Context: an optimization exercise on an open-source flow, tuned for small area, a short achievable clock period and few clock cycles per item. The choices shown serve that exercise and are no tape-out recipe.
Where RTL was checked, it was by simulation tests only, not by an equivalence proof against the original.
For run 1, only the layout was checked, not whether the RTL still works.

## flow/design.v (module list and top-level ports; edited modules follow where they fit)
// module seq_mac_unit: 475 lines
// module csa_fa: 4 lines
// module csa_ha: 4 lines
// module prefix_add: 302 lines
module seq_mac_unit (
    input  logic        clk_i,
    input  logic        rst_i,
    input  logic        MUL_Start_STRB_i,
    input  logic [81:0] a_i,
    input  logic [81:0] b_i,
    input  logic [81:0] acc_i,
    output logic        MUL_Done_STRB_o,
    output logic [81:0] out_o,
    output logic        busy_o
);
  // ...
==> flow/flow/run.sh <==
#!/bin/bash
# Own flow: the standard layout (standard.sh, unchanged synthesis and
# steps), with one change: the port buffers that ORFS inserts before global
# placement are plain sky130_fd_sc_hd__buf_1 cells instead of the default
# choice. Every input and output port still gets its own buffer.
# The full make output goes to standard.log; ORFS's per-step logs stay
# under orfs/logs/.
set -euo pipefail
bash standard.sh "BUFFER_PORTS_ARGS=-buffer_cell sky130_fd_sc_hd__buf_1" finish > standard.log 2>&1
==> flow/standard.sh <==
#!/bin/bash
# synth_recipe.tcl (not shown) runs the flow's synth.tcl, then flattens the netlist and writes it again
# the make line also repeats each setting of config.mk as NAME=value (left out here)
make -C /OpenROAD-flow-scripts/flow DESIGN_CONFIG=/design/flow/config.mk WORK_HOME=/design/flow/orfs CLKGATE_MAP_FILE= SYNTH_SCRIPT=/design/flow/synth_recipe.tcl "${@:-finish}"
==> flow/config.mk <==
export PLATFORM = sky130hd
export DESIGN_NAME = seq_mac_unit
export DESIGN_NICKNAME = seq_mac_unit
export VERILOG_FILES = /design/flow/design.v
export SDC_FILE = /design/flow/constraint.sdc
export NUM_CORES = 4
export LEC_CHECK = 0
export CAP_MARGIN = 20
export CORE_MARGIN = 2
export CORE_UTILIZATION = 50
export SETUP_SLACK_MARGIN = 4.1
export SLEW_MARGIN = 20
export SYNTH_HIERARCHICAL = 1
==> flow/constraint.sdc <==
create_clock -name core_clock -period 8.0 [get_ports {clk_i}]
set_input_delay 1.6000 -clock core_clock [delete_from_list [all_inputs] [get_ports {clk_i}]]
set_output_delay 1.6000 -clock core_clock [all_outputs]
set_load 0.01 [all_outputs]
==> impl_metrics.json, run 1 <==
{
  "met1_length_mm": 29.1,
  "netlist_instances": 1922,
  "regMostFlops": "P_q",
  "dominant_cells": "multi-input combinational cells",
  "grt_pass1_vias": 17029,
  "cpLargestDelayFamily": "compound AO/OA/AOI/OAI gates",
  "r2r_cells": 19,
  "drt-vias-per-instance": 6.00,
  "status": "timing/DRC/antenna clean",
  "chipWidth_microns": 219,
  "clk_latency_ns": 0.59,
  "critPathMaxFanout": 6,
  "multi_input_area_share": 0.616,
  "slew_headroom": 0.366,
  "crit_required_ns": 6.40,
  "multi_input_cells": 1454,
  "met2WireLength_mm": 33.2,
  "fmax_ghz": 0.188,
  "crit_arrival_ns": 3.73,
  "busiest_layer": "met2",
  "endpoint_kind": "output pin",
  "drive_gt1_frac": 0.167,
  "wl_met3_mm": 5.88,
  "numPortBuffers": 250,
  "top_layer": "met5",
  "min_to": "cnt_q[0]",
  "clkbuf_count": 34,
  "dpl_cell_area_sq_um": 24300,
  "path_depth": 11,
  "regArea_sq_um": 6510,
  "met2_usage": 0.475,
  "grt_max_degree": 69,
  "post_cts_buffers": 26,
  "fin_area_sq_um": 26100,
  "yosysWarnings": 7,
  "drc": 0,
  "cts_tree": "yes",
  "setup_viol": 0
}
==> run 2: changes to the inputs <==
--- a/flow/design.v
+++ b/flow/design.v
@@ -13,59 +13,67 @@
     localparam int NSTEP = 3;
     localparam int CNTW = $clog2(NSTEP + 1);
     logic [40:0]  A_q;
     logic [28:0] B_q;    
     logic [81:0]  P_q;
     logic [41:0] c_q;
     logic         rc_q;
     logic [K-1:0] RC_q;
-    logic         busy_q, done_q;
+    logic         busy_q, done_q, fin_q;
     logic [CNTW-1:0] cnt_q;
     logic [6:0] x1_q, x2_q, neg_q;
+    logic [6:0] x1b_q, x2b_q, negb_q;
     logic [6:0] x1_n, x2_n, neg_n;    
     logic [K:0] nb;
     logic [41:0] ax;
     assign ax = {A_q[40], A_q};
     logic [41:0] pp0;
     logic [41:0] pp1;
     logic [41:0] pp2;
     logic [41:0] pp3;
     logic [41:0] pp4;
     logic [41:0] pp5;
     logic [41:0] pp6;
     assign nb = busy_q ? B_q[14:0] : {b_i[13:0], 1'b0};
     assign x1_n[0]  = nb[0] ^ nb[1];
     assign x2_n[0]  = (nb[2] & ~nb[1] & ~nb[0]) | (~nb[2] & nb[1] & nb[0]);
     assign neg_n[0] = nb[2];
-    assign pp0      = (({42{x1_q[0]}} & ax) | ({42{x2_q[0]}} & {ax[40:0], 1'b0})) ^ {42{neg_q[0]}};
+    assign pp0[20:0]  = (({21{x1_q[0]}} & ax[20:0]) | ({21{x2_q[0]}} & {ax[19:0], 1'b0})) ^ {21{neg_q[0]}};
+    assign pp0[41:21] = (({21{~x1b_q[0]}} & ax[41:21]) | ({21{~x2b_q[0]}} & ax[40:20])) ^ {21{~negb_q[0]}};
     assign x1_n[1]  = nb[2] ^ nb[3];
     assign x2_n[1]  = (nb[4] & ~nb[3] & ~nb[2]) | (~nb[4] & nb[3] & nb[2]);
     assign neg_n[1] = nb[4];
-    assign pp1      = (({42{x1_q[1]}} & ax) | ({42{x2_q[1]}} & {ax[40:0], 1'b0})) ^ {42{neg_q[1]}};
+    assign pp1[20:0]  = (({21{x1_q[1]}} & ax[20:0]) | ({21{x2_q[1]}} & {ax[19:0], 1'b0})) ^ {21{neg_q[1]}};
+    assign pp1[41:21] = (({21{~x1b_q[1]}} & ax[41:21]) | ({21{~x2b_q[1]}} & ax[40:20])) ^ {21{~negb_q[1]}};
     assign x1_n[2]  = nb[4] ^ nb[5];
     assign x2_n[2]  = (nb[6] & ~nb[5] & ~nb[4]) | (~nb[6] & nb[5] & nb[4]);
     assign neg_n[2] = nb[6];
-    assign pp2      = (({42{x1_q[2]}} & ax) | ({42{x2_q[2]}} & {ax[40:0], 1'b0})) ^ {42{neg_q[2]}};
+    assign pp2[20:0]  = (({21{x1_q[2]}} & ax[20:0]) | ({21{x2_q[2]}} & {ax[19:0], 1'b0})) ^ {21{neg_q[2]}};
+    assign pp2[41:21] = (({21{~x1b_q[2]}} & ax[41:21]) | ({21{~x2b_q[2]}} & ax[40:20])) ^ {21{~negb_q[2]}};
     assign x1_n[3]  = nb[6] ^ nb[7];
     assign x2_n[3]  = (nb[8] & ~nb[7] & ~nb[6]) | (~nb[8] & nb[7] & nb[6]);
     assign neg_n[3] = nb[8];
-    assign pp3      = (({42{x1_q[3]}} & ax) | ({42{x2_q[3]}} & {ax[40:0], 1'b0})) ^ {42{neg_q[3]}};
+    assign pp3[20:0]  = (({21{x1_q[3]}} & ax[20:0]) | ({21{x2_q[3]}} & {ax[19:0], 1'b0})) ^ {21{neg_q[3]}};
+    assign pp3[41:21] = (({21{~x1b_q[3]}} & ax[41:21]) | ({21{~x2b_q[3]}} & ax[40:20])) ^ {21{~negb_q[3]}};
     assign x1_n[4]  = nb[8] ^ nb[9];
     assign x2_n[4]  = (nb[10] & ~nb[9] & ~nb[8]) | (~nb[10] & nb[9] & nb[8]);
     assign neg_n[4] = nb[10];
-    assign pp4      = (({42{x1_q[4]}} & ax) | ({42{x2_q[4]}} & {ax[40:0], 1'b0})) ^ {42{neg_q[4]}};
+    assign pp4[20:0]  = (({21{x1_q[4]}} & ax[20:0]) | ({21{x2_q[4]}} & {ax[19:0], 1'b0})) ^ {21{neg_q[4]}};
+    assign pp4[41:21] = (({21{~x1b_q[4]}} & ax[41:21]) | ({21{~x2b_q[4]}} & ax[40:20])) ^ {21{~negb_q[4]}};
     assign x1_n[5]  = nb[10] ^ nb[11];
     assign x2_n[5]  = (nb[12] & ~nb[11] & ~nb[10]) | (~nb[12] & nb[11] & nb[10]);
     assign neg_n[5] = nb[12];
-    assign pp5      = (({42{x1_q[5]}} & ax) | ({42{x2_q[5]}} & {ax[40:0], 1'b0})) ^ {42{neg_q[5]}};
+    assign pp5[20:0]  = (({21{x1_q[5]}} & ax[20:0]) | ({21{x2_q[5]}} & {ax[19:0], 1'b0})) ^ {21{neg_q[5]}};
+    assign pp5[41:21] = (({21{~x1b_q[5]}} & ax[41:21]) | ({21{~x2b_q[5]}} & ax[40:20])) ^ {21{~negb_q[5]}};
     assign x1_n[6]  = nb[12] ^ nb[13];
     assign x2_n[6]  = (nb[14] & ~nb[13] & ~nb[12]) | (~nb[14] & nb[13] & nb[12]);
     assign neg_n[6] = nb[14];
-    assign pp6      = (({42{x1_q[6]}} & ax) | ({42{x2_q[6]}} & {ax[40:0], 1'b0})) ^ {42{neg_q[6]}};
+    assign pp6[20:0]  = (({21{x1_q[6]}} & ax[20:0]) | ({21{x2_q[6]}} & {ax[19:0], 1'b0})) ^ {21{neg_q[6]}};
+    assign pp6[41:21] = (({21{~x1b_q[6]}} & ax[41:21]) | ({21{~x2b_q[6]}} & ax[40:20])) ^ {21{~negb_q[6]}};
     logic fs0, fc0, fs1, fc1, fs2, fc2, fs3, fc3, fs4, fc4, fs5, fc5, fs6, fc6, fs7, fc7, fs8, fc8, fs9, fc9, fs10, fc10, fs11, fc11, fs12, fc12, fs13, fc13, fs14, fc14, fs15, fc15, fs16, fc16, fs17, fc17, fs18, fc18, fs19, fc19, fs20, fc20, fs21, fc21, fs22, fc22, fs23, fc23, fs24, fc24, fs25, fc25, fs26, fc26, fs27, fc27, fs28, fc28, fs29, fc29, fs30, fc30, fs31, fc31, fs32, fc32, fs33, fc33, fs34, fc34, fs35, fc35, fs36, fc36, fs37, fc37, fs38, fc38, fs39, fc39, fs40, fc40, fs41, fc41, fs42, fc42, fs43, fc43, fs44, fc44, fs45, fc45, fs46, fc46, fs47, fc47, fs48, fc48, fs49, fc49, fs50, fc50, fs51, fc51, fs52, fc52, fs53, fc53, fs54, fc54, fs55, fc55, fs56, fc56, fs57, fc57, fs58, fc58, fs59, fc59, fs60, fc60, fs61, fc61, fs62, fc62, fs63, fc63, fs64, fc64, fs65, fc65, fs66, fc66, fs67, fc67, fs68, fc68, fs69, fc69, fs70, fc70, fs71, fc71, fs72, fc72, fs73, fc73, fs74, fc74, fs75, fc75, fs76, fc76, fs77, fc77, fs78, fc78, fs79, fc79, fs80, fc80, fs81, fc81, fs82, fc82, fs83, fc83, fs84, fc84, fs85, fc85, fs86, fc86, fs87, fc87, fs88, fc88, fs89, fc89, fs90, fc90, fs91, fc91, fs92, fc92, fs93, fc93, fs94, fc94, fs95, fc95, fs96, fc96, fs97, fc97, fs98, fc98, fs99, fc99, fs100, fc100, fs101, fc101, fs102, fc102, fs103, fc103, fs104, fc104, fs105, fc105, fs106, fc106, fs107, fc107, fs108, fc108, fs109, fc109, fs110, fc110, fs111, fc111, fs112, fc112, fs113, fc113, fs114, fc114, fs115, fc115, fs116, fc116, fs117, fc117, fs118, fc118, fs119, fc119, fs120, fc120, fs121, fc121, fs122, fc122, fs123, fc123, fs124, fc124, fs125, fc125, fs126, fc126, fs127, fc127, fs128, fc128, fs129, fc129, fs130, fc130, fs131, fc131, fs132, fc132, fs133, fc133, fs134, fc134, fs135, fc135, fs136, fc136, fs137, fc137, fs138, fc138, fs139, fc139, fs140, fc140, fs141, fc141, fs142, fc142, fs143, fc143, fs144, fc144, fs145, fc145, fs146, fc146, fs147, fc147, fs148, fc148, fs149, fc149, fs150, fc150, fs151, fc151, fs152, fc152, fs153, fc153, fs154, fc154, fs155, fc155, fs156, fc156, fs157, fc157, fs158, fc158, fs159, fc159, fs160, fc160, fs161, fc161, fs162, fc162, fs163, fc163, fs164, fc164, fs165, fc165, fs166, fc166, fs167, fc167, fs168, fc168, fs169, fc169, fs170, fc170, fs171, fc171, fs172, fc172, fs173, fc173, fs174, fc174, fs175, fc175, fs176, fc176, fs177, fc177, fs178, fc178, fs179, fc179, fs180, fc180, fs181, fc181, fs182, fc182, fs183, fc183, fs184, fc184, fs185, fc185, fs186, fc186, fs187, fc187, fs188, fc188, fs189, fc189, fs190, fc190, fs191, fc191, fs192, fc192, fs193, fc193, fs194, fc194, fs195, fc195, fs196, fc196, fs197, fc197, fs198, fc198, fs199, fc199, fs200, fc200, fs201, fc201, fs202, fc202, fs203, fc203, fs204, fc204, fs205, fc205, fs206, fc206, fs207, fc207, fs208, fc208, fs209, fc209, fs210, fc210, fs211, fc211, fs212, fc212, fs213, fc213, fs214, fc214, fs215, fc215, fs216, fc216, fs217, fc217, fs218, fc218, fs219, fc219, fs220, fc220, fs221, fc221, fs222, fc222, fs223, fc223, fs224, fc224, fs225, fc225, fs226, fc226, fs227, fc227, fs228, fc228, fs229, fc229, fs230, fc230, fs231, fc231, fs232, fc232, fs233, fc233, fs234, fc234, fs235, fc235, fs236, fc236, fs237, fc237, fs238, fc238, fs239, fc239, fs240, fc240, fs241, fc241, fs242, fc242, fs243, fc243, fs244, fc244, fs245, fc245, fs246, fc246, fs247, fc247, fs248, fc248, fs249, fc249, fs250, fc250, fs251, fc251, fs252, fc252, fs253, fc253, fs254, fc254, fs255, fc255, fs256, fc256, fs257, fc257, fs258, fc258, fs259, fc259, fs260, fc260, fs261, fc261, fs262, fc262, fs263, fc263, fs264, fc264, fs265, fc265, fs266, fc266, fs267, fc267, fs268, fc268, fs269, fc269, fs270, fc270, fs271, fc271, fs272, fc272, fs273, fc273, fs274, fc274, fs275, fc275, fs276, fc276, fs277, fc277, fs278, fc278, fs279, fc279, fs280, fc280, fs281, fc281, fs282, fc282, fs283, fc283, fs284, fc284, fs285, fc285, fs286, fc286, fs287, fc287, fs288, fc288, fs289, fc289, fs290, fc290, fs291, fc291, fs292, fc292, fs293, fc293, fs294, fc294, fs295, fc295, fs296, fc296, fs297, fc297, fs298, fc298, fs299, fc299, fs300, fc300, fs301, fc301, fs302, fc302, fs303, fc303, fs304, fc304, fs305, fc305, fs306, fc306, fs307, fc307, fs308, fc308, fs309, fc309, fs310, fc310, fs311, fc311, fs312, fc312, fs313, fc313, fs314, fc314, fs315, fc315, fs316, fc316, fs317, fc317, fs318, fc318, fs319, fc319, fs320, fc320, fs321, fc321, fs322, fc322, fs323, fc323, fs324, fc324, fs325, fc325, fs326, fc326, fs327, fc327, fs328, fc328, fs329, fc329, fs330, fc330, fs331, fc331, fs332, fc332, fs333, fc333, fs334, fc334, fs335, fc335, fs336, fc336, fs337, fc337, fs338, fc338, fs339, fc339, fs340, fc340, fs341, fc341, fs342, fc342;
     csa_ha ufs0 (.a(P_q[12]), .b(c_q[12]), .s(fs0), .co(fc0));
     csa_ha ufs1 (.a(P_q[13]), .b(c_q[13]), .s(fs1), .co(fc1));
     csa_ha ufs2 (.a(P_q[14]), .b(c_q[14]), .s(fs2), .co(fc2));
     csa_ha ufs3 (.a(P_q[15]), .b(c_q[15]), .s(fs3), .co(fc3));
     csa_ha ufs4 (.a(P_q[16]), .b(c_q[16]), .s(fs4), .co(fc4));
     csa_ha ufs5 (.a(P_q[17]), .b(c_q[17]), .s(fs5), .co(fc5));
     csa_ha ufs6 (.a(P_q[18]), .b(c_q[18]), .s(fs6), .co(fc6));
@@ -418,63 +426,75 @@
     always_comb begin
         P_step = {cs_s[13], cs_s[12], cs_s[11], cs_s[10], cs_s[9], cs_s[8], cs_s[7], cs_s[6], cs_s[5], cs_s[4], cs_s[3], cs_s[2], cs_s[1], cs_s[0], X[13], X[12], X[11], X[10], X[9], X[8], X[7], X[6], X[5], X[4], X[3], X[2], X[1], X[0], P_q[67], P_q[66], P_q[65], P_q[64], P_q[63], P_q[62], P_q[61], P_q[60], P_q[59], P_q[58], P_q[57], P_q[56], P_q[55], cs_s[54], cs_s[53], cs_s[52], cs_s[51], cs_s[50], cs_s[49], cs_s[48], cs_s[47], cs_s[46], cs_s[45], cs_s[44], cs_s[43], cs_s[42], cs_s[41], cs_s[40], cs_s[39], cs_s[38], cs_s[37], cs_s[36], cs_s[35], cs_s[34], cs_s[33], cs_s[32], cs_s[31], cs_s[30], cs_s[29], cs_s[28], cs_s[27], cs_s[26], cs_s[25], cs_s[24], cs_s[23], cs_s[22], cs_s[21], cs_s[20], cs_s[19], cs_s[18], cs_s[17], cs_s[16], cs_s[15], cs_s[14]};
             P_step[40] = last ? P_q[54] : cs_s[54];
     end
     always_ff @(posedge clk_i or posedge rst_i) begin
         if (rst_i) begin
             busy_q <= 1'b0;
             done_q <= 1'b0;
+            fin_q  <= 1'b0;
             cnt_q  <= '0;
         end else begin
-            done_q <= busy_q & last;
+            done_q <= fin_q;
+            fin_q  <= busy_q & ~fin_q & last;
             if (busy_q) begin
-                busy_q <= ~last;
+                busy_q <= ~fin_q;
                 cnt_q  <= cnt_q + CNTW'(1);
             end else begin
                 busy_q <= MUL_Start_STRB_i;
                 cnt_q  <= '0;
             end
         end
     end
     localparam logic [81:0] LATE = 82'b1111111111111100000000000000000000000000011111111111111111111111111111111111111111;
     localparam logic [81:0] OVLM = 82'b0000000000000000000000000000000000000000010000000000000000000000000000000000000000;
     logic [81:0] P_alt, P_d, P_late_sel;
     always_comb begin
-        P_alt = busy_q ? P_step : acc_i;
-        if (busy_q & last) P_alt[40] = P_q[54];
-        P_late_sel = {82{busy_q}} & LATE & ~({82{last}} & OVLM);
+        P_alt = busy_q ? P_q : acc_i;
+        if (fin_q) begin
+            P_alt[39:0] = X[53:14];
+            P_alt[81:68] = X[13:0];
+        end else if (busy_q) begin
+            P_alt = P_step;
+            if (last) P_alt[40] = P_q[54];
+        end
+        P_late_sel = {82{busy_q & ~fin_q}} & LATE & ~({82{last}} & OVLM);
         P_d = (P_late_sel & P_step) | (~P_late_sel & P_alt);
     end
     always_ff @(posedge clk_i) begin
         if (busy_q | MUL_Start_STRB_i) P_q <= P_d;
     end
     always_ff @(posedge clk_i) begin
         if (busy_q) begin
             B_q  <= {{K{B_q[28]}}, B_q[28:K]};
             c_q  <= cs_c[55:K];
             rc_q <= rc_n;
             RC_q <= cs_c[13:0];
             x1_q <= x1_n;
             x2_q <= x2_n;
             neg_q <= neg_n;
+            x1b_q <= ~x1_n;
+            x2b_q <= ~x2_n;
+            negb_q <= ~neg_n;
         end else begin
             A_q  <= a_i[40:0];
             B_q  <= {b_i[40], b_i[40:13]};
-            if (MUL_Start_STRB_i) begin
-                c_q  <= 42'(1) << 41;
-                rc_q <= 1'b0;
-                RC_q <= '0;
-            end
+            c_q  <= 42'(1) << 41;
+            rc_q <= 1'b0;
+            RC_q <= '0;
             x1_q <= x1_n;
             x2_q <= x2_n;
             neg_q <= neg_n;
+            x1b_q <= ~x1_n;
+            x2b_q <= ~x2_n;
+            negb_q <= ~neg_n;
         end
     end
-    assign out_o = {X[53:0], P_q[67:40]};
+    assign out_o = {P_q[39:0], P_q[81:40]};
     assign MUL_Done_STRB_o = done_q;
     assign busy_o = busy_q;
 endmodule
 module csa_fa (input logic a, b, c, output logic s, co);
     assign s  = a ^ b ^ c;
     assign co = (a & b) | (a & c) | (b & c);
 endmodule
 module csa_ha (input logic a, b, output logic s, co);
==> flow/config.mk (replaced) <==
export PLATFORM = sky130hd
export DESIGN_NAME = seq_mac_unit
export DESIGN_NICKNAME = seq_mac_unit
export VERILOG_FILES = /design/flow/design.v
export SDC_FILE = /design/flow/constraint.sdc
export NUM_CORES = 4
export LEC_CHECK = 0
export CAP_MARGIN = 20
export CORE_MARGIN = 2
export CORE_UTILIZATION = 50
export CTS_BUF_LIST = sky130_fd_sc_hd__clkbuf_8
export SETUP_SLACK_MARGIN = 4.3
export SLEW_MARGIN = 20
export SYNTH_HIERARCHICAL = 1
==> run 2 against run 1 <==
- still clean
- register-to-register slack better by 0.095 ns
- critical path depth down 2
- count of clock-buffer cells in the layout up 27
- cell count up 8.6%
- design area up 1.1%
- maximum frequency up 44%
- area after synthesis up 1.1%
- utilization down 0.37 points
- critical path type is now reg -> reg
- critical endpoint is now P_q[9]
- highest routed layer is now met4
==> impl_metrics.json, run 2 <==
{
  "clock_path_buffers": 3,
  "grt_antenna_before_repair": 1,
  "reg_top3": "P_q: 68 flops, c_q: 42 flops, A_q: 41 flops",
  "min_period_over_period": 0.462,
  "cts_tree": "yes",
  "regMostFlops": "P_q",
  "slew_headroom": 0.259,
  "syn_to_final_growth_pct": 12.9,
  "cts_buffers": 48,
  "clk_latency_ns": 0.69,
  "cts-htree-levels": 2,
  "rsz0062_at_grt": "yes",
  "cts_root_buf": "clkbuf_8",
  "overflow": 0,
  "crit_required_ns": 8.37,
  "drt-vias-per-instance": 5.92,
  "critPathMaxFanout": 7,
  "netlist_instances": 2084,
  "worstMarginPinSlew_ns": 1.11,
  "yosysWarnings": 7,
  "final_nets": 2935,
  "start_util": 0.504,
  "chipWidth_microns": 220,
  "syn_area_per_cell_sq_um": 11.2,
  "startpoint_type": "register",
  "final_hold_viol_count": 0,
  "antenna_left": 0,
  "drc": 0,
  "min_to": "cnt_q[0]",
  "drt_iter0_markers": 1799,
  "crit_arrival_ns": 4.07,
  "dieArea_sq_um": 48400,
  "routabilityCongestion": 0.911,
  "synth_area_sq_um": 23300,
  "drv_cap": 0,
  "endpoint_kind": "register",
  "drive_gt1_frac": 0.118,
  "die_h_microns": 220,
  "cts_sinks": 254,
  "core_sq_um": 46300,
  "r2r_end": "P_q[9]",
  "nFillCells": 4087,
  "status": "timing/DRC/antenna clean",
  "reg2reg_from": "A_q[21]",
  "num_vias": 17337,
  "ctsHoldBuffers": 0,
  "worstHoldStart": "cnt_q[0]",
  "criticalPathCategory": "reg -> reg",
  "dp_hpwl_mm": 51.6,
  "ios": 333,
  "hp-class": "reg -> reg",
  "final_common_cell": "xnor2_1",
  "routed_wl_mm": 71.6,
  "setup_viol": 0,
  "numPortBuffers": 250,
  "grt_pass1_vias": 17614,
  "timing.final.crit_period_ns": 3.69,
  "largest_reg_flops": 68,
  "rrSetupSlack_ns": 4.31,
  "grt_max_degree": 80,
  "fmax_ghz": 0.271,
  "layout_common_cells": "323 x xnor2_1, 296 x fa_1, 250 x buf_1",
  "wl_per_cell_microns": 24.4,
  "report.final.slew_viol_count": 0,
  "drtPass1Iterations": 6,
  "r2r_cells": 9,
  "hold_depth": 1,
  "finalClockSkew_ns": 0.0533,
  "placementRows": 79,
  "grt_use_total": 0.296,
  "fin_setup_tns_ns": 0,
  "grt_pass1_wl_mm": 107,
  "cts.clk_slew.worst_paths_ns": 0.06
}
-- run 2: repair_timing --
item	CTS	global route
gates cloned	0	1
endpoints found under the setup margin	47	40
pin swaps	2	18
resized for setup	31	48
setup buffers	6	43
-- run 2: worst max-delay path by stage --
stage / startpoint / endpoint / slack [ns] / cells past startpoint
2_1_floorplan: P_q[68] / P_q[39] / 4.66 / 15
3_3_place_gp: P_q[68] / P_q[39] / 3.99 / 16
3_5_place_dp: P_q[68] / P_q[39] / 3.95 / 16
4_1_cts: busy_q / busy_o / 4.24 / 2
5_1_grt: P_q[68] / P_q[39] / 4.20 / 17
6_report: A_q[21] / P_q[9] / 4.31 / 9
-- run 2: metrics by stage --
step	setup WS, ns	util	cell area [sq um]	hold slack (ns)	cells
2_1_floorplan	4.66	-	23300	0.349	2090
3_3_place_gp	3.99	0.528	24400	0.407	2790
3_5_place_dp	3.95	0.528	24400	0.421	2790
4_1_cts	4.24	0.554	25600	0.430	2886
5_1_grt	4.20	0.569	26300	0.451	2931
6_report	4.31	0.569	26300	0.425	2931
-- run 2: layout make-up --
cell class / instances / area, sq um / area share
flip-flops and latches: 254 / 6400 / 0.243
diodes: 1 / 2.50 / 0.0000951
repair buffers: 320 / 1730 / 0.0656
well taps: 607 / 759 / 0.0289
clock buffers: 61 / 840 / 0.0319
inverters: 76 / 365 / 0.0139
repair inverters: 1 / 7.51 / 0.000285
multi-input cells: 1582 / 16000 / 0.607
clock inverters: 29 / 229 / 0.00870
-- run 2: critical path, cell delays in order (launching register included) --
cell	delay [ns]
edfxtp_1	0.51
clkinvlp_4	0.27
o22ai_2	0.23
xnor2_1	0.19
fa_1	0.52
fa_1	0.45
fa_1	0.46
fa_1	0.44
mux2i_1	0.20
o21ai_0	0.10
-- run 2: routing by layer --
| layer | share of wire | track usage |
|---|---|---|
| met5 | 0 | 0 |
| met4 | 0.040 | 0.107 |
| met3 | 0.084 | 0.0501 |
| met2 | 0.47 | 0.468 |
| met1 | 0.41 | 0.412 |
Testbench counts of run 2, summed over its fixed seeds: cycles 16,000, ops 3,200.
==> run 3: changes to the inputs <==
--- a/flow/config.mk
+++ b/flow/config.mk
@@ -9,6 +9,5 @@
 export CORE_MARGIN = 2
 export CORE_UTILIZATION = 50
-export CTS_BUF_LIST = sky130_fd_sc_hd__clkbuf_8
-export SETUP_SLACK_MARGIN = 4.3
+export SETUP_SLACK_MARGIN = 4.35
 export SLEW_MARGIN = 20
 export SYNTH_HIERARCHICAL = 1
==> run 3 against run 2 <==
- still clean on timing, DRC and antenna
- area after synthesis unchanged
- register-to-register slack improved by 0.07 ns
- utilization increased by 0.20 points
- synthesized cell count unchanged
- global-route usage decreased by 0.46 points
- maximum frequency increased by 2.0%
- first-iteration DRC count decreased by 12%
- via count decreased by 0.93%
- critical path type unchanged
==> impl_metrics.json, run 3 <==
{
  "grt_pass1_wl_mm": 106,
  "num_vias": 17176,
  "grt_max_degree": 80,
  "rsz0062_at_grt": "yes",
  "dpl_cell_area_sq_um": 24400,
  "setup_viol": 0,
  "endpoint_kind": "register",
  "cts_tree": "yes",
  "drt_iter0_markers": 1582,
  "drv_cap": 0,
  "final_nets": 2923,
  "netlist_instances": 2084,
  "wl_per_cell_microns": 24.3,
  "report.final.slew_viol_count": 0,
  "timing.final.crit_period_ns": 3.62,
  "yosysWarnings": 7,
  "critPathMaxStageDelay_ns": 0.47,
  "cts_sinks": 254,
  "routed_wl_mm": 70.4,
  "crit_chain": "inv_2 -> fa_2 -> inv_2 -> fa_2 -> a211oi_4 -> nor3_2 -> buf_4 -> o21ai_2 -> nand2_2 -> a221o_2 -> a41oi_4 -> buf_12 -> buf_6 -> buf_6 -> o21ba_4 -> o21bai_1 -> xor2_1 -> nand2_1 -> o21ai_1",
  "startpoint_type": "register",
  "fmax_ghz": 0.276,
  "drt-vias-per-instance": 5.92,
  "grt_antenna_before_repair": 1,
  "grt_pass1_vias": 17455,
  "drc": 0,
  "criticalPathCategory": "reg -> reg",
  "drive_gt1_frac": 0.112,
  "worstMarginPinSlew_ns": 1.12,
  "fin_setup_tns_ns": 0,
  "cts_buffers": 31,
  "cts_root_buf": "clkbuf_16",
  "syn_to_final_growth_pct": 13.3,
  "utilization": 0.571,
  "ios": 333,
  "crit_required_ns": 8.33,
  "final_common_cell": "xnor2_1",
  "slew_headroom": 0.252,
  "final_hold_viol_count": 0,
  "clock_path_buffers": 3,
  "antenna_left": 0,
  "numPortBuffers": 250,
  "routabilityCongestion": 0.911,
  "core_sq_um": 46300,
  "cts.clk_slew.worst_paths_ns": 0.06,
  "overflow": 0,
  "layout_common_cells": "323 x xnor2_1, 298 x fa_1, 250 x buf_1",
  "status": "timing/DRC/antenna clean",
  "start_util": 0.504,
  "drtPass1Iterations": 6,
  "dp_hpwl_mm": 51.6,
  "min_period_over_period": 0.453,
  "finalClockSkew_ns": 0.0188,
  "chipWidth_microns": 220,
  "cpLargestDelayFamily": "compound AO/OA/AOI/OAI gates",
  "die_h_microns": 220,
  "critPathMaxFanout": 4,
  "regMostFlops": "P_q",
  "synth_area_sq_um": 23300,
  "cp_num_buf_inv": 6,
  "reg_top3": "P_q: 68 flops, c_q: 42 flops, A_q: 41 flops",
  "syn_area_per_cell_sq_um": 11.2,
  "dieArea_sq_um": 48400,
  "clk_latency_ns": 0.61,
  "hp-class": "reg -> reg",
  "largest_reg_flops": 68,
  "fin_area_sq_um": 26400,
  "cpMaxStageDelayCell": "a221o_2",
  "cts-htree-levels": 1,
  "crit_arrival_ns": 3.95,
  "grt_use_total": 0.292,
  "placementRows": 79
}
## run 3: worst paths after layout
| path | to | start | depth (start not counted) | slack [ns] |
|---|---|---|---|---|
| max | P_q[29] | P_q[68] | 19 | 4.38 |
| min | cnt_q[0] | cnt_q[0] | 1 | 0.42 |
| max reg2reg | P_q[29] | P_q[68] | 19 | 4.38 |
| min reg2reg | cnt_q[0] | cnt_q[0] | 1 | 0.42 |
| max in group asynchronous | fin_q | rst_i | 2 | 6.92 |
| min in group asynchronous | busy_q | rst_i | 2 | 0.87 |
## run 3: per-layer routing
| layer | global-route usage | wire (microns) |
|---|---|---|
| met1 | 0.408 | 29300 |
| met2 | 0.466 | 33200 |
| met3 | 0.0484 | 5630 |
| met4 | 0.0893 | 2290 |
| met5 | 0 | 0 |
## run 3: final cells by class
| cell class | instances | area, sq um |
|---|---|---|
| repair buffers | 325 | 1870 |
| diodes | 1 | 2.50 |
| repair inverters | 1 | 7.51 |
| flip-flops and latches | 254 | 6410 |
| inverters | 76 | 369 |
| well taps | 607 | 759 |
| clock inverters | 14 | 108 |
| fillers | 4041 | 19800 |
| clock buffers | 43 | 897 |
| multi-input cells | 1582 | 16000 |
## run 3: metrics by stage
| stage | hold slack, ns | worst slack, ns | cells |
|---|---|---|---|
| floorplan | 0.349 | 4.66 | 2090 |
| global placement | 0.407 | 3.99 | 2790 |
| detailed placement | 0.421 | 3.95 | 2790 |
| CTS | 0.430 | 4.33 | 2856 |
| global route | 0.460 | 4.22 | 2903 |
| finish | 0.424 | 4.38 | 2903 |
## run 3: timing repair
action / 4_1_cts / 5_1_grt
setup endpoints to repair: 53 / 41
pin swaps: 4 / 20
setup buffers: 9 / 45
hold buffers: 0 / 0
resized for setup: 37 / 49
gates cloned: 0 / 1
==> run 4: changes to the inputs <==
--- a/flow/config.mk
+++ b/flow/config.mk
@@ -9,5 +9,5 @@
 export CORE_MARGIN = 2
 export CORE_UTILIZATION = 50
-export SETUP_SLACK_MARGIN = 4.35
+export SETUP_SLACK_MARGIN = 4.2
 export SLEW_MARGIN = 20
 export SYNTH_HIERARCHICAL = 1
==> run 4 against run 3 <==
- critical path depth is 10 lower
- maximum frequency is 2.0% lower
- count of clock-buffer cells in the layout stayed put
- hold slack better by 0.0032 ns
- via count is 1.7% lower
- global-route usage hardly changed
- still clean on timing, DRC and antenna
==> impl_metrics.json, run 4 <==
{
  "timing.final.crit_period_ns": 3.69,
  "final_nets": 2876,
  "whs_ns": 0.427,
  "setup_viol": 0,
  "rrSetupSlack_ns": 4.31,
  "preCtsSetupSlack_ns": 3.95,
  "drc": 0,
  "clk_latency_ns": 0.60,
  "cts_root_buf": "clkbuf_16",
  "crit_required_ns": 8.32,
  "critPathMaxFanout": 8,
  "ctsHoldBuffers": 0,
  "grt_antenna_before_repair": 1,
  "grt_use_total": 0.292,
  "drv_cap": 0,
  "final_cells": 2856,
  "grt_max_degree": 80,
  "numPortBuffers": 250,
  "endpoint_kind": "register",
  "yosysWarnings": 7,
  "drt-vias-per-instance": 5.91,
  "report.final.slew_viol_count": 0,
  "overflow": 0,
  "nFillCells": 4098,
  "cts_sinks": 254,
  "crit_arrival_ns": 4.02,
  "fin_setup_tns_ns": 0,
  "finalClockSkew_ns": 0.0163,
  "cts.clk_slew.worst_paths_ns": 0.06,
  "slew_headroom": 0.253,
  "reg_top3": "P_q: 68 flops, c_q: 42 flops, A_q: 41 flops",
  "routed_wl_mm": 70.0,
  "cts_tree": "yes",
  "drive_gt1_frac": 0.0827,
  "ios": 333,
  "netlist_instances": 2084,
  "cts_buffers": 31,
  "drtPass1Iterations": 6,
  "criticalPathCategory": "reg -> reg",
  "rsz0062_at_grt": "yes",
  "synth_area_sq_um": 23300,
  "die_h_microns": 220,
  "dieArea_sq_um": 48400,
  "antenna_left": 0,
  "hp-class": "reg -> reg",
  "grt_pass1_vias": 17415,
  "utilization": 0.554,
  "dp_hpwl_mm": 51.6,
  "startpoint_type": "register",
  "min_period_over_period": 0.462,
  "grt_pass1_wl_mm": 106,
  "largest_reg_flops": 68,
  "cts-htree-levels": 1,
  "drt_iter0_markers": 1689,
  "chipWidth_microns": 220,
  "start_util": 0.504,
  "fmax_ghz": 0.271,
  "placementRows": 79,
  "core_sq_um": 46300,
  "routabilityCongestion": 0.911,
  "worst_slack_ns": 4.31,
  "wl_per_cell_microns": 24.5,
  "dp.cells": 2790,
  "syn_to_final_growth_pct": 9.82,
  "final_common_cell": "xnor2_1",
  "worstMarginPinSlew_ns": 1.12,
  "num_vias": 16892,
  "layout_common_cells": "323 x xnor2_1, 301 x fa_1, 250 x buf_1",
  "status": "timing/DRC/antenna clean",
  "clock_path_buffers": 3,
  "final_hold_viol_count": 0,
  "syn_area_per_cell_sq_um": 11.2,
  "regMostFlops": "P_q"
}
-- run 4: timing repair --
action,CTS,global route
pin swaps,1,7
endpoints found under the setup margin,37,40
resized for setup,16,31
setup buffers,4,4
-- run 4: area by class of cell --
type / count / area [sq um] / area share
multi-input combinational: 1582 / 15900 / 0.622
sequential: 254 / 6390 / 0.250
timing repair buffer: 279 / 1180 / 0.0462
clock buffer: 43 / 897 / 0.0350
tap: 607 / 759 / 0.0297
inverter: 76 / 328 / 0.0128
clock inverter: 14 / 108 / 0.00420
antenna: 1 / 2.50 / 0.0000977
-- run 4: through the flow --
step	area [sq um]
2_1_floorplan	23300
3_3_place_gp	24400
3_5_place_dp	24400
4_1_cts	25500
5_1_grt	25600
6_report	25600
-- run 4: critical path, cell delays in order (launching register included) --
cell and delay [ns]:
edfxtp_1 0.57, inv_1 0.27, o22ai_1 0.13, xnor2_1 0.29
fa_1 0.51, fa_1 0.46, fa_1 0.46, fa_1 0.43
mux2i_1 0.20, o21ai_0 0.10
-- run 4: worst paths after layout --
kind                            cells past startpoint      from        to
worst max-delay path                                9   A_q[20]    P_q[9]
worst min-delay path                                1  cnt_q[0]  cnt_q[0]
worst max register to register                      9   A_q[20]    P_q[9]
worst min register to register                      1  cnt_q[0]  cnt_q[0]
max in group asynchronous                           2     rst_i     fin_q
min in group asynchronous                           2     rst_i    busy_q
-- run 4: routing by layer --
metal,up-vias,GRT usage,share of wire
li1,7523,-,-
met1,8554,0.408,0.42
met2,698,0.464,0.47
met3,117,0.0489,0.076
met4,0,0.0917,0.032
met5,-,0,0

[separate check: timing with driven ports]
The flow's constraints put no driver on any port. The routed layouts listed below were extracted and timed again, unchanged, in two steps.
Step 1, drivers: a clkbuf_16 drives clk_i and a buf_2 each remaining input, both assumed.
Step 2 times the ports against the registers' clock, not the clock port: input delays grow and output delays shrink by t, the midpoint of the rising clock arrivals with the driver on.
a / b / c = ideal / step 1 / step 2; a / b = the first two.
| run | t, ns | slack for setup (ns) | cell pins on the clock port's net |
|---|---|---|---|
| run 1 | 0.641 | 2.668 / 2.609 / 3.250 | 1 |
| run 2 | 0.722 | 4.305 / 4.305 / 4.305 | 1 |
| run 3 | 0.657 | 4.379 / 4.379 / 4.379 | 1 |
| run 4 | 0.655 | 4.307 / 4.284 / 4.307 | 1 |
After both steps every run listed still meets setup and hold.
